Context: an optimization exercise on an open-source flow, tuned for small area, a short achievable clock period and few clock cycles. The choices shown serve that exercise and are no tape-out recipe.
Function was checked by simulation only, so behaviour that the tests miss may differ from the original.

==> flow/design.v <==
module ascon_hash (
    input  logic        clk,
    input  logic        rst,
    input  logic        in_valid,
    input  logic [15:0] in_data,
    input  logic [3:0]  in_kind,
    input  logic        in_last,
    output logic        in_credit,
    input  logic        out_credit,
    output logic        out_valid,
    output logic [15:0] out_data,
    output logic [3:0]  out_kind,
    output logic        out_last
);
    localparam int UNROLL = 2;
    localparam int NPH    = 12 / UNROLL;
    localparam int PH_W   = (NPH > 1) ? $clog2(NPH) : 1;
    localparam logic [319:0] HASH_IV =
        320'hee9398aadb67f03d8bb21831c60f1002b48a92db98d5da6243189921b8f8e3e8348fa5c9d525e140;
    localparam logic [319:0] XOF_IV =
        320'hb57e273b814cd4162b51042562ae242066a3a7768ddf22185aad0a7a8153650c4f3e0e32539493b6;
    localparam logic [1:0] P_IDLE = 2'd0, P_LEN0 = 2'd1, P_LEN1 = 2'd2, P_ABS = 2'd3;
    function automatic logic [63:0] ror(input logic [63:0] x, input int n);
        ror = (x >> n) | (x << (64 - n));
    endfunction
    function automatic logic [319:0] perm_round(input logic [319:0] s, input logic [7:0] rc);
        logic [63:0] x0, x1, x2, x3, x4;
        logic [63:0] t0, t1, t2, t3, t4;
        {x0, x1, x2, x3, x4} = s;
        x2 = x2 ^ {56'd0, rc};
        x0 = x0 ^ x4;
        x4 = x4 ^ x3;
        x2 = x2 ^ x1;
        t0 = ~x0 & x1;
        t1 = ~x1 & x2;
        t2 = ~x2 & x3;
        t3 = ~x3 & x4;
        t4 = ~x4 & x0;
        x0 = x0 ^ t1;
        x1 = x1 ^ t2;
        x2 = x2 ^ t3;
        x3 = x3 ^ t4;
        x4 = x4 ^ t0;
        x1 = x1 ^ x0;
        x0 = x0 ^ x4;
        x3 = x3 ^ x2;
        x2 = ~x2;
        x0 = x0 ^ ror(x0, 19) ^ ror(x0, 28);
        x1 = x1 ^ ror(x1, 61) ^ ror(x1, 39);
        x2 = x2 ^ ror(x2, 1) ^ ror(x2, 6);
        x3 = x3 ^ ror(x3, 10) ^ ror(x3, 17);
        x4 = x4 ^ ror(x4, 7) ^ ror(x4, 41);
        perm_round = {x0, x1, x2, x3, x4};
    endfunction
    logic [1:0]   pst;
    logic [1:0]   wcnt;           
    logic         job_started;    
    logic         jpend;          
    logic [63:0]  acc;            
    logic [2:0]   acc_cnt;        
    logic         blk_done;       
    logic         blk_abs;        
    logic         acc_last;       
    logic         xof_next;
    logic [31:4]  len_next;
    logic         len_next_lo;    
    logic [2:0]   abort_cnt;      
    logic [2:0]   owed;           
    logic [319:0] st;
    logic         eng_active;
    logic         eng_busy;       
    logic         eng_sq;         
    logic [PH_W-1:0] ph;
    logic         xacc;           
    logic [31:4]  remain;
    logic         remain_lo;
    logic         last_chunk;
    logic         len_zero;
    logic [63:0]  obuf;
    logic [2:0]   tn;             
    logic         tfin;
    logic         tabort;
    logic [6:0]   ocred;
    assign out_data = obuf[63:48];
    assign out_kind = {3'b010, tabort};
    logic k_conf, k_len, k_msg;
    logic take_conf, take_len, take_msg, abort_beat, abort_abs, kill;
    logic new_job;
    assign k_conf = (in_kind == 4'h1);
    assign k_len  = (in_kind == 4'h2);
    assign k_msg  = (in_kind == 4'h3);
    assign take_conf  = in_valid && pst == P_IDLE && k_conf;
    assign take_len   = in_valid && (pst == P_LEN0 || pst == P_LEN1) && k_len;
    assign take_msg   = in_valid && pst == P_ABS && k_msg && !(in_last && wcnt != 2'd3);
    assign abort_beat = in_valid && !take_conf && !take_len && !take_msg;
    assign abort_abs  = abort_beat && pst == P_ABS;
    assign kill       = abort_abs && (job_started || new_job);
    logic tx_free, absorb_wait, decide_sq, sq_out, sq_cont, sq_end, abs_go, run;
    logic eng_free, flush, absorb, abort_emit;
    assign tx_free     = (tn == 3'd0) || (tn == 3'd1 && out_valid);
    assign absorb_wait = eng_active && !eng_busy && !eng_sq;
    assign decide_sq   = eng_active && !eng_busy && eng_sq;
    assign sq_out      = decide_sq && !len_zero && tx_free;
    assign sq_cont     = sq_out && !last_chunk;
    assign sq_end      = decide_sq && (len_zero || (tx_free && last_chunk));
    assign abs_go      = absorb_wait && blk_abs;
    assign run         = eng_busy || abs_go || sq_cont;
    assign eng_free    = !eng_active || sq_end;
    assign new_job     = eng_free && jpend && abort_cnt == 3'd0;
    assign abort_emit  = !eng_active && abort_cnt != 3'd0 && tx_free;
    assign flush       = new_job || (absorb_wait && !blk_abs);
    assign absorb      = flush || xacc;
    logic [319:0] iv;
    assign iv = xof_next ? XOF_IV : HASH_IV;
    logic [319:0] rout;
    logic [3:0]   rn;
    always_comb begin
        rout = st;
        for (int r = 0; r < UNROLL; r++) begin
            rn = 4'(ph * UNROLL + r);
            rout = perm_round(rout, {4'hf - rn, rn});
        end
    end
    logic [319:0] st_n;
    always_comb begin
        if (run) begin
            st_n = rout;
            st_n[319:256] = st_n[319:256] ^ (acc & {64{xacc}});
        end else begin
            st_n = new_job ? iv : st;
            st_n[319:256] = st_n[319:256] ^ (acc & {64{flush}});
        end
    end
    logic         eng_active_n, eng_busy_n, eng_sq_n;
    logic [PH_W-1:0] ph_n;
    logic [31:4]  remain_n;
    logic         remain_lo_n;
    logic [2:0]   nwords;
    logic [2:0]   rel_fast;
    logic [2:0]   owed_all;
    logic [2:0]   tn_n;
    logic         tfin_n;
    logic         ov_n;
    assign nwords = !last_chunk ? 3'd4 : (remain[5:4] == 2'd0) ? 3'd4 : {1'b0, remain[5:4]};
    always_comb begin
        eng_active_n = eng_active;
        eng_busy_n   = eng_busy && (ph != PH_W'(NPH - 1));
        eng_sq_n     = eng_sq;
        remain_n     = remain;
        remain_lo_n  = remain_lo;
        if (sq_end) begin
            eng_active_n = 1'b0;
        end
        if (sq_cont) begin
            eng_busy_n = (NPH > 1);
            remain_n = remain - 28'd4;
        end
        if (new_job) begin
            eng_active_n = 1'b1;
            eng_sq_n = 1'b0;
            remain_n = xof_next ? len_next : 28'd16;
            remain_lo_n = xof_next ? len_next_lo : 1'b0;
        end
        if (abs_go) begin
            eng_busy_n = (NPH > 1);
            eng_sq_n = acc_last;
        end
        if (kill) begin
            eng_active_n = 1'b0;
            eng_busy_n = 1'b0;
        end
        ph_n = eng_busy_n ? ph + 1'b1 : '0;
    end
    always_comb begin
        tn_n = tn - 3'(out_valid);
        tfin_n = tfin;
        if (sq_out) begin
            tn_n = nwords;
            tfin_n = last_chunk;
        end else if (abort_emit) begin
            tn_n = 3'd1;
            tfin_n = 1'b1;
        end
        ov_n = (tn_n != 3'd0) && (ocred != 7'd0);
    end
    assign rel_fast = ((absorb || abort_abs) ? acc_cnt : 3'd0) + 3'(abort_emit);
    assign owed_all = owed + rel_fast;
    always_ff @(posedge clk) begin
        st <= st_n;
        for (int w = 0; w < 4; w++) begin
            if (take_msg && wcnt == 2'(w)) begin
                acc[63 - 16 * w -: 16] <= in_data;
            end else if (!rst || absorb || abort_abs) begin
                acc[63 - 16 * w -: 16] <= 16'h0000;
            end
        end
        if (take_conf) begin
            xof_next <= in_data[0];
        end
        if (take_len) begin
            if (pst == P_LEN0) begin
                len_next[31:16] <= in_data;
            end else begin
                len_next[15:4] <= in_data[15:4];
                len_next_lo <= |in_data[3:0];
            end
        end
        remain <= remain_n;
        remain_lo <= remain_lo_n;
        last_chunk <= (remain_n[31:7] == '0) &&
                      (!remain_n[6] || (remain_n[5:4] == 2'd0 && !remain_lo_n));
        len_zero <= (remain_n == '0) && !remain_lo_n;
        if (sq_out) begin
            obuf <= st[319:256];
        end else if (abort_emit) begin
            obuf <= '0;
        end else if (out_valid) begin
            obuf <= {obuf[47:0], 16'h0000};
        end
        if (sq_out) begin
            tabort <= 1'b0;
        end else if (abort_emit) begin
            tabort <= 1'b1;
        end
        if (take_msg && wcnt == 2'd3) begin
            acc_last <= in_last;
        end
    end
    always_ff @(posedge clk) begin
        if (!rst) begin
            pst <= P_IDLE;
            wcnt <= 2'd0;
            job_started <= 1'b0;
            jpend <= 1'b0;
            acc_cnt <= 3'd0;
            blk_done <= 1'b0;
            blk_abs <= 1'b0;
            abort_cnt <= 3'd0;
            owed <= 3'd0;
            in_credit <= 1'b0;
            eng_active <= 1'b0;
            eng_busy <= 1'b0;
            eng_sq <= 1'b0;
            ph <= '0;
            xacc <= 1'b0;
            tn <= 3'd0;
            tfin <= 1'b0;
            out_valid <= 1'b0;
            out_last <= 1'b0;
            ocred <= 7'd0;
        end else begin
            if (take_conf) begin
                pst <= in_data[0] ? P_LEN0 : P_ABS;
                wcnt <= 2'd0;
                job_started <= 1'b0;
            end
            if (take_len) begin
                pst <= (pst == P_LEN0) ? P_LEN1 : P_ABS;
            end
            if (take_msg) begin
                wcnt <= wcnt + 2'd1;
                if (wcnt == 2'd3 && in_last) begin
                    pst <= P_IDLE;
                end
            end
            if (abort_beat) begin
                pst <= P_IDLE;
                wcnt <= 2'd0;
            end
            if (new_job) begin
                job_started <= 1'b1;
            end
            jpend <= (jpend && !new_job && !abort_beat) ||
                     (take_conf && !in_data[0]) || (take_len && pst == P_LEN1);
            if (absorb && blk_done) begin
                blk_abs <= 1'b1;
            end
            if (take_msg && wcnt == 2'd3) begin
                blk_done <= 1'b1;
            end
            if (abs_go || abort_abs) begin
                blk_done <= 1'b0;
                blk_abs <= 1'b0;
            end
            if (absorb || abort_abs) begin
                acc_cnt <= 3'(take_msg);
            end else begin
                acc_cnt <= acc_cnt + 3'(take_msg);
            end
            abort_cnt <= abort_cnt + 3'(abort_beat) - 3'(abort_emit);
            in_credit <= (owed_all != 3'd0);
            owed <= owed_all - 3'(owed_all != 3'd0) + 3'(take_conf || take_len);
            eng_active <= eng_active_n;
            eng_busy <= eng_busy_n;
            eng_sq <= eng_sq_n;
            ph <= ph_n;
            xacc <= eng_busy_n && ph_n == PH_W'(NPH - 1) && !eng_sq_n;
            tn <= tn_n;
            tfin <= tfin_n;
            out_valid <= ov_n;
            out_last <= ov_n && tfin_n && tn_n == 3'd1;
            ocred <= ocred + 7'(out_credit) - 7'(ov_n);
        end
    end
endmodule
==> flow/run.sh <==
#!/bin/bash
# synth_recipe.tcl (not shown) runs the flow's synth.tcl, then flattens the netlist and writes it again
# the make line also repeats each setting of config.mk as NAME=value (left out here)
make -C /OpenROAD-flow-scripts/flow DESIGN_CONFIG=/design/flow/config.mk WORK_HOME=/design/flow/orfs CLKGATE_MAP_FILE= SYNTH_SCRIPT=/design/flow/synth_recipe.tcl finish
==> flow/config.mk <==
export PLATFORM = sky130hd
export DESIGN_NAME = ascon_hash
export DESIGN_NICKNAME = ascon_hash
export VERILOG_FILES = /design/flow/design.v
export SDC_FILE = /design/flow/constraint.sdc
export NUM_CORES = 4
export LEC_CHECK = 0
export CAP_MARGIN = 20
export CORE_MARGIN = 2
export CORE_UTILIZATION = 55
export SLEW_MARGIN = 20
==> flow/constraint.sdc <==
create_clock -name core_clock -period 10.0 [get_ports {clk}]
set_input_delay 2.0000 -clock core_clock [delete_from_list [all_inputs] [get_ports {clk}]]
set_output_delay 2.0000 -clock core_clock [all_outputs]
set_load 0.01 [all_outputs]
==> results.py, run 1 <==
metrics = {
    "run_status": {
        "outcome": "complete, no violations",
    },
    "layout": {
        "fin_nets": 5711,
        "seq_area_sq_mm": 0.0151,
        "final_util_pct": 61.4,
        "drive_above_1_share_pct": 8.75,
        "post-route-cell-area_sq_mm": 0.0583,
        "mostFrequentLayoutCells": "xnor2_1, xor2_1, edfxtp_1",
        "multi_input_area_sq_mm": 0.0363,
        "area_delta_synth_final_pct": 10.7,
        "final_common_cell": "xnor2_1",
        "nFillCells": 8010,
    },
    "worst_hold_path": {
        "hold_path_end": "remain_lo$_DFF_P_",
        "hold_path_startpoint": "remain_lo$_DFF_P_",
        "hold_path.class": "reg -> reg",
        "min_path_cells": 2,
    },
    "critical_path": {
        "timing.reg2reg.setup_slack_ns": 4.16,
        "rr_endpoint": "st[76]$_DFFE_PP_",
        "path_class": "in -> reg",
        "critPathArrivalTime_ns": 7.24,
        "crit_path_max_fanout": 18,
        "critPathCaptureType": "register",
        "r2r_cells": 12,
        "reg2reg_from": "st[204]$_DFFE_PP_",
        "required_ns": 10.55,
        "critPathLaunchType": "input port",
    },
    "clock_network": {
        "post_cts_buffers": 0,
        "cts.hold.buffers_added": 0,
        "insertion_delay_ns": 0.70,
        "cts_buffer_depth": 3,
        "cts.sinks": 549,
        "cts_resized": 0,
        "clk_pin_slew_ns": 0.06,
        "root_buffer": "clkbuf_16",
        "cts_buffers": 70,
        "htreeDepth": 3,
        "cts_tree": "done",
    },
    "logic_synthesis": {
        "ys_ff_latch": 549,
        "ys_async_sr_fraction_pct": 0,
        "synthCells": 5247,
        "netlist_area_sq_mm": 0.0526,
        "synth_flop_cell": "edfxtp_1",
        "synth_top_area_share_pct": 26.0,
        "avgSynthCellArea_sq_um": 10.0,
        "synth.largest_area_cell": "xnor2_1",
        "synth_cell_types": 71,
        "synthTopCellsByArea": "xnor2_1, edfxtp_1, xor2_1, ha_1, dfxtp_1",
        "synth-edff-count": 415,
        "yosysSeqAreaShare_pct": 28.8,
        "ys_warn_count": 1,
    },
    "route": {
        "antenna_left": 0,
        "wl_per_cell_microns": 37.8,
        "drt_iter0_markers": 7787,
        "dr.pass1.iters": 6,
        "routed_wl_microns": 254000,
        "vias": 42500,
        "post_drt_via_cell_ratio": 6.31,
        "drc_errors": 0,
    },
    "grt": {
        "antenna_found_initial": 18,
        "grt_first_pass_wirelength_microns": 335000,
        "grt_max_degree": 132,
        "grt_overflow": 0,
        "grt_pass1_vias": 39200,
        "track_usage_pct": 51.2,
    },
    "placement": {
        "placed_cell_area_sq_mm": 0.0558,
        "gp_congestion": 1.19,
        "hpwl_microns": 210000,
        "port_buffers": 44,
    },
    "run": {
        "drv_cap": 0,
    },
    "floorplan": {
        "die_x_microns": 313,
        "rows": 113,
        "io-pin-count": 48,
        "coreArea_sq_mm": 0.0949,
        "die_area_sq_mm": 0.0982,
        "start_util_pct": 55.5,
        "die_h_microns": 313,
    },
    "sta": {
        "worst_pin_slew_ns": 1.42,
        "maxSlewViolCount": 0,
        "finClkSkew_ns": 0.0423,
        "period_share_pct": 66.8,
        "hold_violations": 0,
        "relSlewSlack_pct": 4.36,
        "final.setup.tns_ns": 0,
        "setup_violations": 0,
        "fin_crit_ns": 6.68,
        "rsz0062_at_grt": "false",
        "timing.fmax_ghz": 0.150,
    },
}
[how the worst max path moves through the flow]
stage          cells after the start            endpoint  slack [ns]            startpoint
3_3_place_gp                      22  owed[2]$_SDFF_PN0_        2.66              in_valid
2_1_floorplan                      9     st[0]$_DFFE_PP_        2.44  out_valid$_SDFF_PN0_
3_5_place_dp                      22  owed[2]$_SDFF_PN0_        2.71              in_valid
6_report                          22  owed[2]$_SDFF_PN0_        3.32              in_valid
5_1_grt                           22  owed[2]$_SDFF_PN0_        3.04              in_valid
4_1_cts                           22  owed[2]$_SDFF_PN0_        3.39              in_valid
[Yosys cell counts, types with 3 or more instances]
cell type	n
a211o_1	3
a21oi_1	225
a22o_1	46
a31oi_1	4
and2_1	25
and3_1	66
buf_1	15
buf_2	3
buf_4	20
clkbuf_1	111
dfxtp_1	134
edfxtp_1	415
fa_1	5
ha_1	284
inv_1	272
maj3_1	71
mux2i_1	120
nand2_1	408
nand2b_1	9
nand3_1	21
nand3b_1	4
nand4_1	4
nor2_1	277
nor2b_1	64
nor3_1	12
nor3b_1	3
nor4_1	11
o21ai_0	90
o21ai_1	92
o31ai_1	4
o41ai_1	3
or3_1	6
or4_1	4
xnor2_1	1564
xnor2_2	81
xnor3_1	113
xor2_1	578
xor2_2	23
xor3_1	11
xor3_2	5
[logic make-up after synthesis]
group | share of synthesized area, %
other cells | 0.0143
mux | 2.28
xor+xnor | 44.5
compound gates | 5.10
buf+inv | 3.19
simple gates | 7.85
flops | 28.8
fa+ha+maj | 8.29
[metal layers]
layer	global-route usage, %	part of all wire, %
met1	65.0	36
met2	66.5	37
met3	23.1	16
met4	40.7	10
met5	0	0.012
[state kept, by name (all words and copies together) (netlist names), 7 cells and up]
register  count
st          320
acc          64
obuf         64
len_next     28
remain       28
ocred         7
[cell type report]
cell class | count | area share, %
Antenna cell | 9 | 0.0387
Clock buffer | 90 | 3.31
Clock inverter | 39 | 0.726
Inverter | 274 | 1.78
Multi-Input combinational cell | 4275 | 62.3
Sequential cell | 549 | 26.0
Tap cell | 1265 | 2.72
Timing Repair Buffer | 227 | 3.16
[stage by stage]
stage | setup WS (ns) | hold slack (ns) | instances
after global routing | 3.04 | 0.484 | 6719
after CTS | 3.39 | 0.453 | 6718
final | 3.32 | 0.456 | 6728
after detailed placement | 2.71 | 0.445 | 6589
after floorplan | 2.44 | 0.410 | 5248
after global placement | 2.66 | 0.419 | 6587
[worst max-delay path, stage by stage]
cell             delay [ns]
clkdlybuf4s50_1        0.51
nor3b_1                0.37
and4_1                 0.56
a21boi_4               0.26
nor2_1                 0.07
nand3_1                0.09
nor3b_1                0.36
nand2b_1               0.18
fa_1                   0.16
inv_1                  0.05
fa_1                   0.41
xnor2_1                0.20
xnor2_1                0.12
or3b_2                 0.48
ha_1                   0.31
inv_1                  0.06
ha_1                   0.14
inv_1                  0.06
fa_1                   0.44
xor2_1                 0.17
xnor2_1                0.17
nor2_1                 0.06
Testbench counts, summed over its fixed seeds: cycles 7,029.
==> inputs of run 2 (changes only) <==
==> flow/flow/run.sh (new file) <==
#!/bin/bash
# The standard layout, with timing repair asked to leave extra setup slack
# at the design's own clock period and constraints.
set -euo pipefail
bash standard.sh SETUP_SLACK_MARGIN=6 finish > standard_flow.log 2>&1
==> flow/standard.sh (new file) <==
#!/bin/bash
# synth_recipe.tcl (not shown) runs the flow's synth.tcl, then flattens the netlist and writes it again
# the make line also repeats each setting of config.mk as NAME=value (left out here)
make -C /OpenROAD-flow-scripts/flow DESIGN_CONFIG=/design/flow/config.mk WORK_HOME=/design/flow/orfs CLKGATE_MAP_FILE= SYNTH_SCRIPT=/design/flow/synth_recipe.tcl "${@:-finish}"
--- a/flow/config.mk
+++ b/flow/config.mk
@@ -7,5 +7,5 @@
 export LEC_CHECK = 0
 export CAP_MARGIN = 20
 export CORE_MARGIN = 2
-export CORE_UTILIZATION = 55
+export CORE_UTILIZATION = 50
 export SLEW_MARGIN = 20
removed: flow/run.sh
==> results.py, run 2 <==
metrics = {
    "run_status": {
        "outcome": "complete, no violations",
    },
    "critical_path": {
        "critical_path.startpoint": "in_kind[2]",
        "critPathArrivalTime_ns": 5.85,
        "required_ns": 10.56,
        "crit_path_max_fanout": 4,
        "reg2reg_from": "last_chunk$_DFF_P_",
        "critPathLaunchType": "input port",
        "critPathCaptureType": "register",
        "path_class": "in -> reg",
    },
    "layout": {
        "final_common_cell": "xnor2_1",
        "nFillCells": 8477,
        "drive_above_1_share_pct": 22.0,
        "top_regs": "st (320), acc (64), obuf (64)",
        "seq_area_sq_mm": 0.0152,
        "final_util_pct": 64.5,
        "mostFrequentLayoutCells": "xnor2_1, xor2_1, edfxtp_1",
        "largest-register": "st",
        "area_delta_synth_final_pct": 28.5,
        "multi_input_area_sq_mm": 0.0431,
        "largest_reg_flops": 320,
        "fin_nets": 5912,
    },
    "logic_synthesis": {
        "netlist_area_sq_mm": 0.0526,
        "synth_top_area_share_pct": 26.0,
        "ys_ff_latch": 549,
        "yosysSeqAreaShare_pct": 28.8,
        "synthSimpleGateAreaFrac_pct": 7.85,
        "yosys.area_share.adder_pct": 8.29,
        "avgSynthCellArea_sq_um": 10.0,
        "synth_xor_area_share_pct": 44.5,
        "synth_cell_types": 71,
        "synth_top_family_by_area": "XOR/XNOR gates",
        "ys_warn_count": 1,
        "synth-compound-area-share_pct": 5.10,
        "synth-edff-count": 415,
        "synthTopCellsByArea": "xnor2_1, edfxtp_1, xor2_1, ha_1, dfxtp_1",
        "ys_async_sr_fraction_pct": 0,
        "synth_flop_cell": "edfxtp_1",
        "synthCells": 5247,
        "synthTopCellsByCount": "xnor2_1, xor2_1, edfxtp_1, nand2_1, ha_1",
        "post-synth-top-count-cell": "xnor2_1",
        "synth.largest_area_cell": "xnor2_1",
        "synth_mux_area_share_pct": 2.28,
    },
    "placement": {
        "gp_congestion": 1.15,
        "hpwl_microns": 218000,
        "port_buffers": 44,
    },
    "grt": {
        "grt_max_degree": 162,
        "grt_overflow": 0,
        "antenna_found_initial": 12,
        "grt_first_pass_wirelength_microns": 350000,
        "track_usage_pct": 49.0,
        "grt_pass1_vias": 39500,
    },
    "sta": {
        "setup_violations": 0,
        "relSlewSlack_pct": 22.1,
        "finClkSkew_ns": 0.0291,
        "worst_pin_slew_ns": 1.17,
        "final.setup.tns_ns": 0,
        "hold_violations": 0,
        "period_share_pct": 52.9,
        "hold_ws_ns": 0.458,
        "rsz0062_at_grt": "true",
        "maxSlewViolCount": 0,
        "timing.fmax_ghz": 0.189,
        "fin_crit_ns": 5.29,
    },
    "route": {
        "top_layer": "met5",
        "vias": 43000,
        "wl_per_cell_microns": 38.3,
        "routed_wl_microns": 270000,
        "antenna_left": 0,
        "dr.pass1.iters": 6,
        "met1_length_microns": 99700,
        "drt_iter0_markers": 6359,
        "met3_length_microns": 42000,
        "dr_wl_met2_microns": 102000,
        "drc_errors": 0,
        "post_drt_via_cell_ratio": 6.10,
    },
    "floorplan": {
        "start_util_pct": 50.2,
        "die_h_microns": 328,
        "rows": 119,
        "io-pin-count": 48,
        "die_area_sq_mm": 0.108,
        "coreArea_sq_mm": 0.105,
        "die_x_microns": 328,
    },
    "clock_network": {
        "cts_tree": "done",
        "cts_buffers": 70,
        "clk_pin_slew_ns": 0.06,
        "htreeDepth": 3,
        "cts.sinks": 549,
        "insertion_delay_ns": 0.68,
        "cts_buffer_depth": 3,
        "root_buffer": "clkbuf_16",
    },
    "run": {
        "drv_cap": 0,
    },
    "worst_hold_path": {
        "hold_path_startpoint": "remain_lo$_DFF_P_",
        "hold_path.class": "reg -> reg",
    },
}
==> run 2: kinds of logic after synthesis <==
group,count (synthesis)
compound gates,484
xor+xnor,2376
fa+ha+maj,360
buf+inv,424
flops,549
mux,120
other cells,2
simple gates,932
==> run 2: per-stage QoR <==
step                setup WS [ns]  instances  instance area (sq um)
detailed placement           3.25       6716                  56100
CTS                          4.74       6914                  64200
floorplan                    4.08       5248                  52700
global route                 4.53       7046                  67600
global placement             3.30       6715                  56100
finish                       4.71       7049                  67600
==> run 2: area by class of cell <==
| class | instances | area share (%) |
|---|---|---|
| multi-input cells | 4277 | 63.8 |
| flip-flops and latches | 549 | 22.5 |
| clock buffers | 94 | 2.84 |
| clock inverters | 35 | 0.637 |
| diodes | 3 | 0.0111 |
| repair buffers | 426 | 6.13 |
| well taps | 1391 | 2.57 |
| inverters | 274 | 1.53 |
==> run 2: layer usage <==
metal,up-vias,GRT usage (%)
li1,17900,-
met1,21200,63.9
met2,3183,63.7
met3,768,20.0
met4,14,37.7
met5,-,0
==> run 2: final timing paths <==
kind | to | cells past startpoint | slack (ns)
min | remain_lo$_DFF_P_ | 2 | 0.46
max reg2reg | owed[2]$_SDFF_PN0_ | 19 | 4.93
max | owed[2]$_SDFF_PN0_ | 22 | 4.71
min reg2reg | remain_lo$_DFF_P_ | 2 | 0.46
==> run 2: timing repair <==
action	4_1_cts	5_1_grt
setup endpoints to repair	572	402
hold buffers	0	0
gates cloned	0	2
endpoints found under the hold margin	0	0
pin swaps	69	119
setup buffers	69	130
resized for setup	625	241
==> run 2: critical path, cell delays in order <==
cell and delay, ns:
buf_6 0.09, nor3b_4 0.25, and4_4 0.27, a21boi_4 0.20
nor2_2 0.07, nand3_2 0.08, nor3b_4 0.19, nand2b_4 0.16
fa_2 0.19, inv_2 0.04, fa_2 0.36, xnor2_2 0.16
xnor2_2 0.15, or3b_4 0.40, ha_4 0.22, inv_2 0.06
ha_4 0.12, inv_2 0.03, fa_2 0.40, xor2_2 0.17
xnor2_1 0.18, nor2_1 0.06
==> inputs of run 3 (changes only) <==
--- a/flow/design.v
+++ b/flow/design.v
@@ -23,11 +23,10 @@
     function automatic logic [63:0] ror(input logic [63:0] x, input int n);
         ror = (x >> n) | (x << (64 - n));
     endfunction
-    function automatic logic [319:0] perm_round(input logic [319:0] s, input logic [7:0] rc);
+    function automatic logic [319:0] perm_round(input logic [319:0] s);
         logic [63:0] x0, x1, x2, x3, x4;
         logic [63:0] t0, t1, t2, t3, t4;
         {x0, x1, x2, x3, x4} = s;
-        x2 = x2 ^ {56'd0, rc};
         x0 = x0 ^ x4;
         x4 = x4 ^ x3;
         x2 = x2 ^ x1;
@@ -83,16 +82,17 @@
     logic [6:0]   ocred;
     assign out_data = obuf[63:48];
     assign out_kind = {3'b010, tabort};
-    logic k_conf, k_len, k_msg;
+    logic        b_valid;
+    logic [15:0] b_data;
+    logic        b_last;
+    logic        k_conf, k_len, k_msg;
+    logic        ocr_q;
     logic take_conf, take_len, take_msg, abort_beat, abort_abs, kill;
     logic new_job;
-    assign k_conf = (in_kind == 4'h1);
-    assign k_len  = (in_kind == 4'h2);
-    assign k_msg  = (in_kind == 4'h3);
-    assign take_conf  = in_valid && pst == P_IDLE && k_conf;
-    assign take_len   = in_valid && (pst == P_LEN0 || pst == P_LEN1) && k_len;
-    assign take_msg   = in_valid && pst == P_ABS && k_msg && !(in_last && wcnt != 2'd3);
-    assign abort_beat = in_valid && !take_conf && !take_len && !take_msg;
+    assign take_conf  = b_valid && pst == P_IDLE && k_conf;
+    assign take_len   = b_valid && (pst == P_LEN0 || pst == P_LEN1) && k_len;
+    assign take_msg   = b_valid && pst == P_ABS && k_msg && !(b_last && wcnt != 2'd3);
+    assign abort_beat = b_valid && !take_conf && !take_len && !take_msg;
     assign abort_abs  = abort_beat && pst == P_ABS;
     assign kill       = abort_abs && (job_started || new_job);
     logic tx_free, absorb_wait, decide_sq, sq_out, sq_cont, sq_end, abs_go, run;
@@ -111,14 +111,18 @@
     assign flush       = new_job || (absorb_wait && !blk_abs);
     assign absorb      = flush || xacc;
     logic [319:0] iv;
-    assign iv = xof_next ? XOF_IV : HASH_IV;
+    assign iv = (xof_next ? XOF_IV : HASH_IV) ^ {184'd0, 8'hf0, 128'd0};
+    function automatic logic [7:0] rconst(input int n);
+        rconst = {4'(15 - (n % 12)), 4'(n % 12)};
+    endfunction
     logic [319:0] rout;
     logic [3:0]   rn;
     always_comb begin
         rout = st;
         for (int r = 0; r < UNROLL; r++) begin
-            rn = 4'(ph * UNROLL + r);
-            rout = perm_round(rout, {4'hf - rn, rn});
+            rn = 4'((ph * UNROLL + r + 1) % 12);
+            rout = perm_round(rout);
+            rout[135:128] = rout[135:128] ^ {4'hf - rn, rn};
         end
     end
     logic [319:0] st_n;
@@ -136,11 +140,13 @@
     logic [31:4]  remain_n;
     logic         remain_lo_n;
     logic [2:0]   nwords;
-    logic [2:0]   rel_fast;
+    logic [2:0]   rel_q;          
     logic [2:0]   owed_all;
     logic [2:0]   tn_n;
     logic         tfin_n;
     logic         ov_n;
+    logic [6:0]   ocred_n;        
+    assign ocred_n = ocred + 7'(ocr_q) - 7'(out_valid);
     assign nwords = !last_chunk ? 3'd4 : (remain[5:4] == 2'd0) ? 3'd4 : {1'b0, remain[5:4]};
     always_comb begin
         eng_active_n = eng_active;
@@ -181,28 +187,33 @@
             tn_n = 3'd1;
             tfin_n = 1'b1;
         end
-        ov_n = (tn_n != 3'd0) && (ocred != 7'd0);
+        ov_n = (tn_n != 3'd0) && (ocred_n != 7'd0);
     end
-    assign rel_fast = ((absorb || abort_abs) ? acc_cnt : 3'd0) + 3'(abort_emit);
-    assign owed_all = owed + rel_fast;
+    logic       rel_now;
+    logic [2:0] rel_x;
+    logic       cred_n;
+    assign rel_now  = xacc || (absorb_wait && !blk_abs);
+    assign rel_x    = rel_now ? acc_cnt : 3'd0;
+    assign owed_all = owed + rel_q + rel_x;
+    assign cred_n   = (owed != 3'd0) || (rel_q != 3'd0) || (rel_now && acc_cnt != 3'd0);
     always_ff @(posedge clk) begin
         st <= st_n;
         for (int w = 0; w < 4; w++) begin
-            if (take_msg && wcnt == 2'(w)) begin
-                acc[63 - 16 * w -: 16] <= in_data;
+            if (rst && take_msg && wcnt == 2'(w)) begin
+                acc[63 - 16 * w -: 16] <= b_data;
             end else if (!rst || absorb || abort_abs) begin
                 acc[63 - 16 * w -: 16] <= 16'h0000;
             end
         end
         if (take_conf) begin
-            xof_next <= in_data[0];
+            xof_next <= b_data[0];
         end
         if (take_len) begin
             if (pst == P_LEN0) begin
-                len_next[31:16] <= in_data;
+                len_next[31:16] <= b_data;
             end else begin
-                len_next[15:4] <= in_data[15:4];
-                len_next_lo <= |in_data[3:0];
+                len_next[15:4] <= b_data[15:4];
+                len_next_lo <= |b_data[3:0];
             end
         end
         remain <= remain_n;
@@ -223,8 +234,13 @@
             tabort <= 1'b1;
         end
         if (take_msg && wcnt == 2'd3) begin
-            acc_last <= in_last;
+            acc_last <= b_last;
         end
+        b_data <= in_data;
+        b_last <= in_last;
+        k_conf <= (in_kind == 4'h1);
+        k_len  <= (in_kind == 4'h2);
+        k_msg  <= (in_kind == 4'h3);
     end
     always_ff @(posedge clk) begin
         if (!rst) begin
@@ -237,6 +253,7 @@
             blk_abs <= 1'b0;
             abort_cnt <= 3'd0;
             owed <= 3'd0;
+            rel_q <= 3'd0;
             in_credit <= 1'b0;
             eng_active <= 1'b0;
             eng_busy <= 1'b0;
@@ -248,9 +265,13 @@
             out_valid <= 1'b0;
             out_last <= 1'b0;
             ocred <= 7'd0;
+            b_valid <= 1'b0;
+            ocr_q <= 1'b0;
         end else begin
+            b_valid <= in_valid;
+            ocr_q <= out_credit;
             if (take_conf) begin
-                pst <= in_data[0] ? P_LEN0 : P_ABS;
+                pst <= b_data[0] ? P_LEN0 : P_ABS;
                 wcnt <= 2'd0;
                 job_started <= 1'b0;
             end
@@ -259,7 +280,7 @@
             end
             if (take_msg) begin
                 wcnt <= wcnt + 2'd1;
-                if (wcnt == 2'd3 && in_last) begin
+                if (wcnt == 2'd3 && b_last) begin
                     pst <= P_IDLE;
                 end
             end
@@ -271,7 +292,7 @@
                 job_started <= 1'b1;
             end
             jpend <= (jpend && !new_job && !abort_beat) ||
-                     (take_conf && !in_data[0]) || (take_len && pst == P_LEN1);
+                     (take_conf && !b_data[0]) || (take_len && pst == P_LEN1);
             if (absorb && blk_done) begin
                 blk_abs <= 1'b1;
             end
@@ -288,18 +309,20 @@
                 acc_cnt <= acc_cnt + 3'(take_msg);
             end
             abort_cnt <= abort_cnt + 3'(abort_beat) - 3'(abort_emit);
-            in_credit <= (owed_all != 3'd0);
-            owed <= owed_all - 3'(owed_all != 3'd0) + 3'(take_conf || take_len);
+            rel_q <= (((new_job || abort_abs) && !rel_now) ? acc_cnt : 3'd0) + 3'(abort_emit)
+                     + 3'(take_conf || take_len);
+            in_credit <= cred_n;
+            owed <= owed_all - 3'(cred_n);
             eng_active <= eng_active_n;
             eng_busy <= eng_busy_n;
             eng_sq <= eng_sq_n;
             ph <= ph_n;
-            xacc <= eng_busy_n && ph_n == PH_W'(NPH - 1) && !eng_sq_n;
+            xacc <= eng_busy && ph == PH_W'(NPH - 2) && !eng_sq && !kill;
             tn <= tn_n;
             tfin <= tfin_n;
             out_valid <= ov_n;
             out_last <= ov_n && tfin_n && tn_n == 3'd1;
-            ocred <= ocred + 7'(out_credit) - 7'(ov_n);
+            ocred <= ocred_n;
         end
     end
 endmodule
--- a/flow/config.mk
+++ b/flow/config.mk
@@ -7,5 +7,5 @@
 export LEC_CHECK = 0
 export CAP_MARGIN = 20
 export CORE_MARGIN = 2
-export CORE_UTILIZATION = 50
+export CORE_UTILIZATION = 55
 export SLEW_MARGIN = 20
==> results.py, run 3 <==
metrics = {
    "clock_network": {
        "cts_buffer_depth": 3,
        "cts_tree": "done",
        "insertion_delay_ns": 0.71,
        "htreeDepth": 3,
        "cts.sinks": 574,
        "clk_pin_slew_ns": 0.06,
        "root_buffer": "clkbuf_16",
        "cts_buffers": 72,
    },
    "route": {
        "wl_per_cell_microns": 38.1,
        "dr.pass1.iters": 6,
        "routed_wl_microns": 271000,
        "drc_errors": 0,
        "antenna_left": 0,
        "post_drt_via_cell_ratio": 6.42,
        "drt_iter0_markers": 8091,
        "vias": 45700,
    },
    "logic_synthesis": {
        "synthTopCellsByArea": "xnor2_1, edfxtp_1, xor2_1, ha_1, dfxtp_1",
        "yosysSeqAreaShare_pct": 29.1,
        "synth.largest_area_cell": "xnor2_1",
        "synth-edff-count": 415,
        "ys_async_sr_fraction_pct": 0,
        "synth_cell_types": 63,
        "ys_ff_latch": 574,
        "netlist_area_sq_mm": 0.0537,
        "post-synth-top-count-cell": "xnor2_1",
        "synth_flop_cell": "edfxtp_1",
        "synthTopCellsByCount": "xnor2_1, nand2_1, xor2_1, edfxtp_1, ha_1",
        "synth_top_area_share_pct": 26.9,
        "synthCells": 5482,
        "ys_warn_count": 1,
        "avgSynthCellArea_sq_um": 9.80,
    },
    "layout": {
        "seq_area_sq_mm": 0.0157,
        "largest_reg_flops": 320,
        "post-route-cell-area_sq_mm": 0.0674,
        "area_delta_synth_final_pct": 25.4,
        "top_regs": "st (320), acc (64), obuf (64)",
        "fin_nets": 6084,
        "largest-register": "st",
        "final_common_cell": "xnor2_1",
        "multi_input_area_sq_mm": 0.0432,
        "mostFrequentLayoutCells": "xnor2_1, nand2_1, xor2_1",
        "nFillCells": 7124,
        "drive_above_1_share_pct": 19.4,
    },
    "sta": {
        "maxSlewViolCount": 0,
        "fin_crit_ns": 4.27,
        "finClkSkew_ns": 0.0453,
        "final.setup.tns_ns": 0,
        "setup_violations": 0,
        "rsz0062_at_grt": "true",
        "timing.fmax_ghz": 0.234,
        "worst_pin_slew_ns": 1.05,
        "hold_violations": 0,
        "relSlewSlack_pct": 29.8,
        "period_share_pct": 42.7,
    },
    "floorplan": {
        "rows": 114,
        "die_h_microns": 317,
        "die_area_sq_mm": 0.100,
        "start_util_pct": 55.5,
        "coreArea_sq_mm": 0.0967,
        "io-pin-count": 48,
        "die_x_microns": 317,
    },
    "critical_path": {
        "crit_path_max_fanout": 4,
        "required_ns": 10.39,
        "critPathLaunchType": "register",
        "reg2reg_from": "st[238]$_DFFE_PP_",
        "rr_endpoint": "st[83]$_DFFE_PP_",
        "r2r_cells": 13,
        "critical_path.startpoint": "st[238]$_DFFE_PP_",
        "timing.reg2reg.setup_slack_ns": 5.73,
        "critPathArrivalTime_ns": 4.66,
        "cp-endpoint": "st[83]$_DFFE_PP_",
        "critPathCaptureType": "register",
        "path_class": "reg -> reg",
    },
    "placement": {
        "placed_cell_area_sq_mm": 0.0569,
        "port_buffers": 44,
        "gp_congestion": 1.21,
        "hpwl_microns": 215000,
    },
    "worst_hold_path": {
        "hold_path.class": "reg -> reg",
        "hold_path_startpoint": "job_started$_SDFFE_PN0P_",
    },
    "run_status": {
        "outcome": "complete, no violations",
    },
    "grt": {
        "track_usage_pct": 53.3,
        "grt_pass1_vias": 41800,
        "grt_first_pass_wirelength_microns": 354000,
        "antenna_found_initial": 16,
        "grt_overflow": 0,
        "grt_max_degree": 92,
    },
    "run": {
        "drv_cap": 0,
    },
}
-- run 3: cell count changes after synthesis, sizes merged, moves of 57 or more --
| cell | delta |
|---|---|
| and2 | +78 |
| nor2 | -66 |
| and3 | -59 |
| o21ai | +94 |
| xnor2 | +57 |
| nand2 | +139 |
-- run 3: timing repair --
item | in CTS | in global routing
hold buffers | 0 | 0
setup endpoints to repair | 517 | 318
setup buffers | 55 | 88
gates cloned | 4 | 0
gates resized for setup | 541 | 254
pin swaps | 46 | 75
-- run 3: cells by family (layout without fill, tap and decap cells) --
kind of cell	Yosys count	in the layout	synth area share (%)
AOI/OAI and AO/OA	566	566	5.62
muxes	88	88	1.64
other	2	15	0.0140
adders and majority gates	362	362	8.18
xor gates and xnor gates	2383	2383	43.4
and+or+nand+nor	1075	1076	8.91
buffers and inverters	432	773	3.16
DFF	574	574	29.1
-- run 3: worst min-delay path by stage --
stage | cells after the start | end | slack [ns]
detailed placement | 2 | remain_lo$_DFF_P_ | 0.46
global route | 2 | remain_lo$_DFF_P_ | 0.48
finish | 2 | job_started$_SDFFE_PN0P_ | 0.47
floorplan | 2 | remain_lo$_DFF_P_ | 0.42
CTS | 2 | remain[4]$_DFF_P_ | 0.47
global placement | 2 | remain_lo$_DFF_P_ | 0.43
-- run 3: stage by stage --
stage	instances	util [%]	setup slack [ns]	hold WS [ns]
4_1_cts	7013	66.6	5.73	0.472
6_report	7113	69.7	5.73	0.473
5_1_grt	7103	69.7	5.82	0.479
2_1_floorplan	5483	-	4.21	0.417
3_3_place_gp	6821	58.7	4.52	0.429
3_5_place_dp	6822	58.9	4.58	0.464
-- run 3: per-layer routing --
layer | part of all wire [%] | vias to the layer above | GRT usage, %
met5 | 0.082 | - | 2.37
met4 | 11 | 12 | 44.1
met3 | 17 | 976 | 25.8
met2 | 38 | 3975 | 69.5
met1 | 34 | 22200 | 65.4
li1 | - | 18500 | -
-- run 3: critical path, cell delays in order, from the launching register on --
cell and delay, ns:
edfxtp_1 0.40, inv_1 0.10, ha_1 0.28, xnor2_4 0.31, xnor2_4 0.23, xnor2_2 0.41
xor2_1 0.28, inv_1 0.12, ha_1 0.27, xnor2_4 0.49, xor2_2 0.37, xor2_1 0.35
xnor2_1 0.20, o21ai_0 0.16
-- run 3: area by class of cell --
class | count | share of cell area, %
antenna | 12 | 0.0446
clock buffer | 90 | 2.83
clock inverter | 42 | 0.746
inverter | 274 | 1.53
multi-input combinational | 4478 | 64.1
sequential | 574 | 23.3
tap | 1276 | 2.37
timing repair buffer | 367 | 5.12
Testbench counts of run 3, summed over its fixed seeds: cycles 7,147.
==> inputs of run 4 (changes only) <==
--- a/flow/design.v
+++ b/flow/design.v
@@ -12,7 +12,7 @@
     output logic [3:0]  out_kind,
     output logic        out_last
 );
-    localparam int UNROLL = 2;
+    localparam int UNROLL = 1;
     localparam int NPH    = 12 / UNROLL;
     localparam int PH_W   = (NPH > 1) ? $clog2(NPH) : 1;
     localparam logic [319:0] HASH_IV =
==> flow/flow/run.sh (replaced) <==
#!/bin/bash
# The standard layout, with timing repair asked to leave extra setup slack
# at the design's own clock period and constraints.
set -euo pipefail
bash standard.sh SETUP_SLACK_MARGIN=6.5 finish > standard_flow.log 2>&1
==> results.py, run 4 <==
metrics = {
    "run_status": {
        "outcome": "complete, no violations",
    },
    "sta": {
        "period_share_pct": 34.7,
        "relSlewSlack_pct": 14.0,
        "worst_pin_slew_ns": 1.28,
        "rsz0062_at_grt": "true",
        "finClkSkew_ns": 0.0243,
        "fin_crit_ns": 3.47,
        "hold_violations": 0,
        "timing.fmax_ghz": 0.288,
        "setup_violations": 0,
        "final.setup.tns_ns": 0,
        "hold_ws_ns": 0.446,
        "maxSlewViolCount": 0,
    },
    "critical_path": {
        "critPathArrivalTime_ns": 1.47,
        "crit_chain": "clkbuf_2",
        "required_ns": 8.00,
        "cpMaxStageDelayCell": "dfxtp_1",
        "rr_endpoint": "owed[2]$_SDFF_PN0_",
        "reg2reg_from": "eng_active$_SDFFE_PP0P_",
        "r2r_cells": 13,
        "critPathCaptureType": "primary output",
        "timing.reg2reg.setup_slack_ns": 6.56,
        "path_buf_inv": 1,
        "crit_path_max_fanout": 6,
        "critical_path.startpoint": "out_valid$_SDFF_PN0_",
        "path_class": "reg -> out",
        "critPathLaunchType": "register",
        "cp_top_family": "flip-flops",
        "slowest_delay_ns": 0.54,
    },
    "floorplan": {
        "start_util_pct": 55.8,
        "rows": 95,
        "io-pin-count": 48,
        "die_h_microns": 266,
        "coreArea_sq_mm": 0.0675,
        "die_area_sq_mm": 0.0706,
        "die_x_microns": 266,
    },
    "run": {
        "drv_cap": 0,
    },
    "layout": {
        "multi_input_area_sq_mm": 0.0209,
        "top_regs": "st (320), acc (64), obuf (64)",
        "largest_reg_flops": 320,
        "largest-register": "st",
        "fin_nets": 4034,
        "nFillCells": 5606,
        "area_delta_synth_final_pct": 10.8,
        "mostFrequentLayoutCells": "xnor2_1, edfxtp_1, nand2_1",
        "final_common_cell": "xnor2_1",
        "drive_above_1_share_pct": 6.13,
        "seq_area_sq_mm": 0.0157,
    },
    "worst_hold_path": {
        "hold_path_end": "remain_lo$_DFF_P_",
        "min_path_cells": 2,
        "hold_path.class": "reg -> reg",
        "hold_path_startpoint": "remain_lo$_DFF_P_",
    },
    "grt": {
        "met2_usage_pct": 57.3,
        "busiest_layer": "met2",
        "grt_max_degree": 220,
        "grt_overflow": 0,
        "antenna_found_initial": 10,
        "use_met3_pct": 10.5,
        "grtUsageMet1_pct": 55.7,
        "grt_pass1_vias": 27800,
        "grt_first_pass_wirelength_microns": 201000,
        "track_usage_pct": 40.1,
    },
    "clock_network": {
        "insertion_delay_ns": 0.63,
        "root_buffer": "clkbuf_16",
        "cts.sinks": 575,
        "cts_buffer_depth": 3,
        "cts.hold.buffers_added": 0,
        "clk_pin_slew_ns": 0.06,
        "cts_buffers": 69,
        "htreeDepth": 3,
        "cts_tree": "done",
    },
    "logic_synthesis": {
        "synth_flop_cell": "edfxtp_1",
        "netlist_area_sq_mm": 0.0377,
        "avgSynthCellArea_sq_um": 9.93,
        "post-synth-top-count-cell": "xnor2_1",
        "synth.largest_area_cell": "edfxtp_1",
        "synthTopCellsByCount": "xnor2_1, edfxtp_1, nand2_1, xor2_1, o21ai_0",
        "synthCells": 3797,
        "synthTopCellsByArea": "edfxtp_1, xnor2_1, xor2_1, dfxtp_1, ha_1",
        "synth-edff-count": 415,
        "synth_cell_types": 70,
        "ys_warn_count": 1,
        "yosysSeqAreaShare_pct": 41.6,
        "synth_top_area_share_pct": 33.1,
        "ys_ff_latch": 575,
        "ys_async_sr_fraction_pct": 0,
    },
    "route": {
        "dr.pass1.iters": 7,
        "antenna_left": 0,
        "drc_errors": 0,
        "routed_wl_microns": 144000,
        "drt_iter0_markers": 4508,
        "wl_per_cell_microns": 30.0,
        "post_drt_via_cell_ratio": 6.24,
        "vias": 29800,
    },
    "placement": {
        "hpwl_microns": 109000,
        "port_buffers": 44,
        "gp_congestion": 1.06,
    },
}
-- run 4: changes by cell type in the layout (fill, tap and decap cells not counted), sizes merged, moves of 80 or more --
cell and change:
buf -235, ha -130, inv -83, mux2i -80, nand2 -171, xnor2 -809, xnor3 -116, xor2 -182
-- run 4: repair_timing --
action | CTS | global route
gates resized for setup | 34 | 21
pin swaps | 1 | 3
setup buffers | 0 | 13
endpoints found under the setup margin | 433 | 461
gates cloned | 2 | 1
-- run 4: worst max-delay path by stage --
stage / to / slack (ns) / cells past startpoint
finish: out_valid / 6.53 / 1
global route: owed[2]$_SDFF_PN0_ / 6.32 / 13
CTS: obuf[17]$_DFFE_PP_ / 6.49 / 5
detailed placement: st[234]$_DFFE_PP_ / 5.56 / 8
global placement: acc[11]$_SDFFCE_PN0P_ / 5.72 / 5
floorplan: st[0]$_DFFE_PP_ / 4.10 / 10
-- run 4: kinds of logic after synthesis --
group / share of synthesized area (%)
fa+ha+maj: 5.77
buf+inv: 3.70
simple gates: 9.63
xor+xnor: 29.3
compound gates: 9.84
other cells: 0.0199
mux: 0.216
flops: 41.6
-- run 4: metal layers --
metal / routed length, microns / share of wire [%]
met1: 56000 / 39
met2: 59200 / 41
met3: 19100 / 13
met4: 9160 / 6.4
met5: 8 / 0.0056
-- run 4: final cells by class --
cell class	instances	share of cell area [%]
timing repair buffer	130	2.86
multi-input combinational	2880	50.0
antenna	3	0.0180
inverter	190	1.72
sequential	575	37.5
clock buffer	87	4.49
clock inverter	39	0.737
tap	873	2.61
timing repair inverter	1	0.0180
-- run 4: worst register-to-register path, delay by kind of cell, from the launching register on --
kind	cells	cell delay, ns
adders and majority gates	3	0.88
xor gates and xnor gates	4	0.69
and+or+nand+nor	3	0.59
DFF	1	0.46
buffers and inverters	2	0.37
AOI/OAI and AO/OA	1	0.32
-- run 4: metrics by stage --
step	cells	cell area [sq um]	util, %	setup slack [ns]
floorplan	3798	37700	-	4.10
global placement	4632	39200	58.1	5.72
detailed placement	4633	39200	58.1	5.56
CTS	4761	41500	61.5	6.49
global route	4775	41800	61.9	6.32
finish	4778	41800	61.9	6.53
Testbench counts of run 4, summed over its fixed seeds: cycles 13,850.
==> inputs of run 5 (changes only) <==
--- a/flow/design.v
+++ b/flow/design.v
@@ -88,33 +88,23 @@
     logic        k_conf, k_len, k_msg;
     logic        ocr_q;
     logic take_conf, take_len, take_msg, abort_beat, abort_abs, kill;
-    logic new_job;
+    logic new_job;                
     assign take_conf  = b_valid && pst == P_IDLE && k_conf;
     assign take_len   = b_valid && (pst == P_LEN0 || pst == P_LEN1) && k_len;
     assign take_msg   = b_valid && pst == P_ABS && k_msg && !(b_last && wcnt != 2'd3);
     assign abort_beat = b_valid && !take_conf && !take_len && !take_msg;
     assign abort_abs  = abort_beat && pst == P_ABS;
     assign kill       = abort_abs && (job_started || new_job);
-    logic tx_free, absorb_wait, decide_sq, sq_out, sq_cont, sq_end, abs_go, run;
-    logic eng_free, flush, absorb, abort_emit;
-    assign tx_free     = (tn == 3'd0) || (tn == 3'd1 && out_valid);
+    logic absorb_wait, sq_out, sq_cont, sq_end, abs_go, run;
+    logic flush, absorb, abort_emit;
     assign absorb_wait = eng_active && !eng_busy && !eng_sq;
-    assign decide_sq   = eng_active && !eng_busy && eng_sq;
-    assign sq_out      = decide_sq && !len_zero && tx_free;
     assign sq_cont     = sq_out && !last_chunk;
-    assign sq_end      = decide_sq && (len_zero || (tx_free && last_chunk));
     assign abs_go      = absorb_wait && blk_abs;
     assign run         = eng_busy || abs_go || sq_cont;
-    assign eng_free    = !eng_active || sq_end;
-    assign new_job     = eng_free && jpend && abort_cnt == 3'd0;
-    assign abort_emit  = !eng_active && abort_cnt != 3'd0 && tx_free;
     assign flush       = new_job || (absorb_wait && !blk_abs);
     assign absorb      = flush || xacc;
     logic [319:0] iv;
     assign iv = (xof_next ? XOF_IV : HASH_IV) ^ {184'd0, 8'hf0, 128'd0};
-    function automatic logic [7:0] rconst(input int n);
-        rconst = {4'(15 - (n % 12)), 4'(n % 12)};
-    endfunction
     logic [319:0] rout;
     logic [3:0]   rn;
     always_comb begin
@@ -147,6 +137,21 @@
     logic         ov_n;
     logic [6:0]   ocred_n;        
     assign ocred_n = ocred + 7'(ocr_q) - 7'(out_valid);
+    logic       jpend_n, last_chunk_n, len_zero_n, tx_free_n, sq_end_n, new_job_n;
+    logic       decide_sq_n, sq_out_n, abort_emit_n;
+    logic [2:0] abort_cnt_n;
+    assign jpend_n = (jpend && !new_job && !abort_beat) ||
+                     (take_conf && !b_data[0]) || (take_len && pst == P_LEN1);
+    assign abort_cnt_n  = abort_cnt + 3'(abort_beat) - 3'(abort_emit);
+    assign last_chunk_n = (remain_n[31:7] == '0) &&
+                          (!remain_n[6] || (remain_n[5:4] == 2'd0 && !remain_lo_n));
+    assign len_zero_n   = (remain_n == '0) && !remain_lo_n;
+    assign tx_free_n    = (tn_n == 3'd0) || (tn_n == 3'd1 && ov_n);
+    assign decide_sq_n  = eng_active_n && !eng_busy_n && eng_sq_n;
+    assign sq_out_n     = decide_sq_n && !len_zero_n && tx_free_n;
+    assign sq_end_n     = decide_sq_n && (len_zero_n || (tx_free_n && last_chunk_n));
+    assign new_job_n    = (!eng_active_n || sq_end_n) && jpend_n && abort_cnt_n == 3'd0;
+    assign abort_emit_n = !eng_active_n && abort_cnt_n != 3'd0 && tx_free_n;
     assign nwords = !last_chunk ? 3'd4 : (remain[5:4] == 2'd0) ? 3'd4 : {1'b0, remain[5:4]};
     always_comb begin
         eng_active_n = eng_active;
@@ -192,7 +197,7 @@
     logic       rel_now;
     logic [2:0] rel_x;
     logic       cred_n;
-    assign rel_now  = xacc || (absorb_wait && !blk_abs);
+    assign rel_now  = absorb;
     assign rel_x    = rel_now ? acc_cnt : 3'd0;
     assign owed_all = owed + rel_q + rel_x;
     assign cred_n   = (owed != 3'd0) || (rel_q != 3'd0) || (rel_now && acc_cnt != 3'd0);
@@ -218,9 +223,8 @@
         end
         remain <= remain_n;
         remain_lo <= remain_lo_n;
-        last_chunk <= (remain_n[31:7] == '0) &&
-                      (!remain_n[6] || (remain_n[5:4] == 2'd0 && !remain_lo_n));
-        len_zero <= (remain_n == '0) && !remain_lo_n;
+        last_chunk <= last_chunk_n;
+        len_zero <= len_zero_n;
         if (sq_out) begin
             obuf <= st[319:256];
         end else if (abort_emit) begin
@@ -248,6 +252,10 @@
             wcnt <= 2'd0;
             job_started <= 1'b0;
             jpend <= 1'b0;
+            new_job <= 1'b0;
+            sq_out <= 1'b0;
+            sq_end <= 1'b0;
+            abort_emit <= 1'b0;
             acc_cnt <= 3'd0;
             blk_done <= 1'b0;
             blk_abs <= 1'b0;
@@ -291,8 +299,11 @@
             if (new_job) begin
                 job_started <= 1'b1;
             end
-            jpend <= (jpend && !new_job && !abort_beat) ||
-                     (take_conf && !b_data[0]) || (take_len && pst == P_LEN1);
+            jpend <= jpend_n;
+            new_job <= new_job_n;
+            sq_out <= sq_out_n;
+            sq_end <= sq_end_n;
+            abort_emit <= abort_emit_n;
             if (absorb && blk_done) begin
                 blk_abs <= 1'b1;
             end
@@ -308,8 +319,8 @@
             end else begin
                 acc_cnt <= acc_cnt + 3'(take_msg);
             end
-            abort_cnt <= abort_cnt + 3'(abort_beat) - 3'(abort_emit);
-            rel_q <= (((new_job || abort_abs) && !rel_now) ? acc_cnt : 3'd0) + 3'(abort_emit)
+            abort_cnt <= abort_cnt_n;
+            rel_q <= ((abort_abs && !rel_now) ? acc_cnt : 3'd0) + 3'(abort_emit)
                      + 3'(take_conf || take_len);
             in_credit <= cred_n;
             owed <= owed_all - 3'(cred_n);
==> flow/flow/run.sh (replaced) <==
#!/bin/bash
# The standard layout, with timing repair asked to leave extra setup slack
# at the design's own clock period and constraints.
set -euo pipefail
bash standard.sh SETUP_SLACK_MARGIN=7 finish > standard_flow.log 2>&1
--- a/flow/config.mk
+++ b/flow/config.mk
@@ -7,5 +7,5 @@
 export LEC_CHECK = 0
 export CAP_MARGIN = 20
 export CORE_MARGIN = 2
-export CORE_UTILIZATION = 55
+export CORE_UTILIZATION = 65
 export SLEW_MARGIN = 20
==> results.py, run 5 <==
metrics = {
    "critical_path": {
        "reg2reg_from": "pst[1]$_SDFF_PP0_",
        "critPathCaptureType": "primary output",
        "slowest_delay_ns": 0.40,
        "rr_endpoint": "new_job$_SDFF_PN0_",
        "critPathLaunchType": "register",
        "cpMaxStageDelayCell": "edfxtp_1",
        "critPathArrivalTime_ns": 1.17,
        "required_ns": 8.00,
        "crit_path_max_fanout": 1,
        "path_buf_inv": 1,
        "path_class": "reg -> out",
        "timing.reg2reg.setup_slack_ns": 6.84,
        "cp_top_family": "flip-flops",
        "r2r_cells": 16,
        "crit_chain": "buf_6",
    },
    "sta": {
        "rsz0062_at_grt": "true",
        "timing.fmax_ghz": 0.316,
        "relSlewSlack_pct": 2.90,
        "setup_violations": 0,
        "hold_violations": 0,
        "layout_setup_ws_ns": 6.83,
        "worst_pin_slew_ns": 1.45,
        "finClkSkew_ns": 0.0249,
        "fin_crit_ns": 3.17,
        "final.setup.tns_ns": 0,
        "period_share_pct": 31.7,
        "maxSlewViolCount": 0,
    },
    "route": {
        "drt_iter0_markers": 4719,
        "antenna_left": 0,
        "routed_wl_microns": 134000,
        "vias": 29100,
        "post_drt_via_cell_ratio": 6.37,
        "drc_errors": 0,
        "wl_per_cell_microns": 29.4,
        "dr.pass1.iters": 7,
    },
    "logic_synthesis": {
        "ys_warn_count": 1,
        "synth-edff-count": 415,
        "synth_top_area_share_pct": 33.8,
        "ys_ff_latch": 578,
        "synth.largest_area_cell": "edfxtp_1",
        "synthTopCellsByArea": "edfxtp_1, xnor2_1, dfxtp_1, xor2_1, ha_1",
        "synthTopCellsByCount": "xnor2_1, edfxtp_1, nand2_1, xor2_1, o21ai_0",
        "synth_flop_cell": "edfxtp_1",
        "synthCells": 3690,
        "synth_cell_types": 67,
        "netlist_area_sq_mm": 0.0369,
        "post-synth-top-count-cell": "xnor2_1",
        "avgSynthCellArea_sq_um": 10.0,
        "yosysSeqAreaShare_pct": 42.6,
        "ys_async_sr_fraction_pct": 0,
    },
    "clock_network": {
        "cts.hold.buffers_added": 0,
        "cts.sinks": 578,
        "root_buffer": "clkbuf_16",
        "cts_buffers": 67,
        "htreeDepth": 3,
        "cts_tree": "done",
        "clk_pin_slew_ns": 0.06,
        "insertion_delay_ns": 0.63,
        "cts_buffer_depth": 3,
    },
    "layout": {
        "drive_above_1_share_pct": 8.79,
        "final_common_cell": "xnor2_1",
        "largest_reg_flops": 320,
        "mostFrequentLayoutCells": "xnor2_1, edfxtp_1, nand2_1",
        "nFillCells": 3993,
        "fin_nets": 3946,
        "largest-register": "st",
        "area_delta_synth_final_pct": 12.0,
        "top_regs": "st (320), acc (64), obuf (64)",
        "final_util_pct": 73.5,
        "final_cells": 4567,
    },
    "placement": {
        "port_buffers": 44,
        "gp_congestion": 1.08,
        "dp.cells": 4404,
        "hpwl_microns": 99000,
        "post-place-ws_ns": 5.57,
    },
    "floorplan": {
        "coreArea_sq_mm": 0.0563,
        "die_x_microns": 242,
        "io-pin-count": 48,
        "die_area_sq_mm": 0.0587,
        "rows": 87,
        "start_util_pct": 65.6,
        "die_h_microns": 242,
    },
    "grt": {
        "grt_pass1_vias": 27800,
        "grt_overflow": 0,
        "grt_max_degree": 107,
        "track_usage_pct": 44.9,
        "antenna_found_initial": 10,
        "grt_first_pass_wirelength_microns": 189000,
    },
    "worst_hold_path": {
        "hold_path_startpoint": "tabort$_SDFFE_PP0P_",
        "min_path_cells": 2,
        "hold_path_end": "tabort$_SDFFE_PP0P_",
        "hold_path.class": "reg -> reg",
    },
    "run_status": {
        "outcome": "complete, no violations",
    },
    "run": {
        "drv_cap": 0,
    },
}
==> run 5: cell count changes in the layout (fill, tap and decap cells not counted), moves of 13 or more <==
cell / delta
o211ai_1: -53
o21ai_0: +37
xor2_1: -34
and3_1: +18
xor2_2: +18
a221oi_1: -17
buf_2: +15
nor4_1: -13
==> run 5: through the flow <==
stage / hold WS, ns / area [sq um]
after detailed placement: 0.467 / 38200
after global routing: 0.511 / 41300
final: 0.475 / 41400
after floorplan: 0.435 / 37100
after global placement: 0.460 / 38200
after CTS: 0.483 / 40800
==> run 5: metal layers <==
metal	track usage [%]	vias to the layer above	share of wire, %
met5	0	-	0.16
met4	27.2	12	7.3
met3	15.4	441	16
met2	62.7	2223	41
met1	60.0	14100	36
li1	-	12400	-
==> run 5: cells by family after synthesis <==
family | after synthesis | synth area share (%)
flip-flops | 578 | 42.6
other | 2 | 0.0203
AO/OA/AOI/OAI | 570 | 8.46
AND/OR/NAND/NOR | 796 | 9.81
buffers and inverters | 322 | 3.58
adder cells (fa/ha/maj) | 172 | 5.86
multiplexers | 5 | 0.136
XOR/XNOR | 1245 | 29.5
==> run 5: layout make-up <==
type	count	area [sq um]	share of cell area [%]
clock inverters	25	219	0.529
diodes	2	5.00	0.0121
repair buffers	131	1250	3.02
well taps	756	946	2.29
multi-input cells	2796	20600	49.8
clock buffers	94	1880	4.55
flip-flops and latches	578	15800	38.1
repair inverters	1	5.00	0.0121
inverters	184	698	1.69
==> run 5: worst max path at each step <==
stage                     depth (start not counted)              endpoint                start  slack [ns]
after floorplan                                   7       st[0]$_DFFE_PP_   last_chunk$_DFF_P_        4.60
after CTS                                         1          out_data[15]   obuf[63]$_DFFE_PP_        6.81
after global placement                            9     st[117]$_DFFE_PP_  eng_busy$_SDFF_PN0_        5.66
after detailed placement                          5  acc[2]$_SDFFCE_PN0P_                  rst        5.57
final                                             1          out_data[15]   obuf[63]$_DFFE_PP_        6.83
after global routing                             16    new_job$_SDFF_PN0_    pst[1]$_SDFF_PP0_        6.71
==> run 5: what timing repair did <==
action                     in CTS  in global routing
pin swaps                      14                 17
setup endpoints to repair     331                211
cloned                          7                  3
resized for setup             141                 65
buffers inserted               17                 15
Testbench counts of run 5, summed over its fixed seeds: cycles 13,850.

[re-timing with driven ports]
How much do the figures lean on ideal ports? The routed layouts below were timed once more, with nothing changed but the port constraints. Step 1, drivers: a clkbuf_16 drives clk and a buf_2 each remaining input, both assumed. Step 2, shift: input delay + t, output delay - t, t = (earliest + latest rising clock arrival at the registers) / 2. This alone moves slack from input paths to output paths. a / b / c = ideal ports / drivers / drivers and shift; a / b = the first two.
run | t (ns) | setup slack, ns | clock arrival spread, ns
run 1 | 0.758 | 3.316 / 3.366 / 2.608 | 0.043 / 0.042
run 2 | 0.749 | 4.708 / 4.752 / 4.003 | 0.029 / 0.030
run 3 | 0.770 | 5.726 / 5.726 / 5.248 | 0.045 / 0.045
run 4 | 0.683 | 6.528 / 6.459 / 5.903 | 0.026 / 0.026
run 5 | 0.683 | 6.833 / 6.770 / 6.318 | 0.027 / 0.027
After both steps setup and hold are still met in every run listed. For run 1, which loses most, drivers alone change the setup slack by +0.050 ns; drivers and shift together by -0.708 ns.
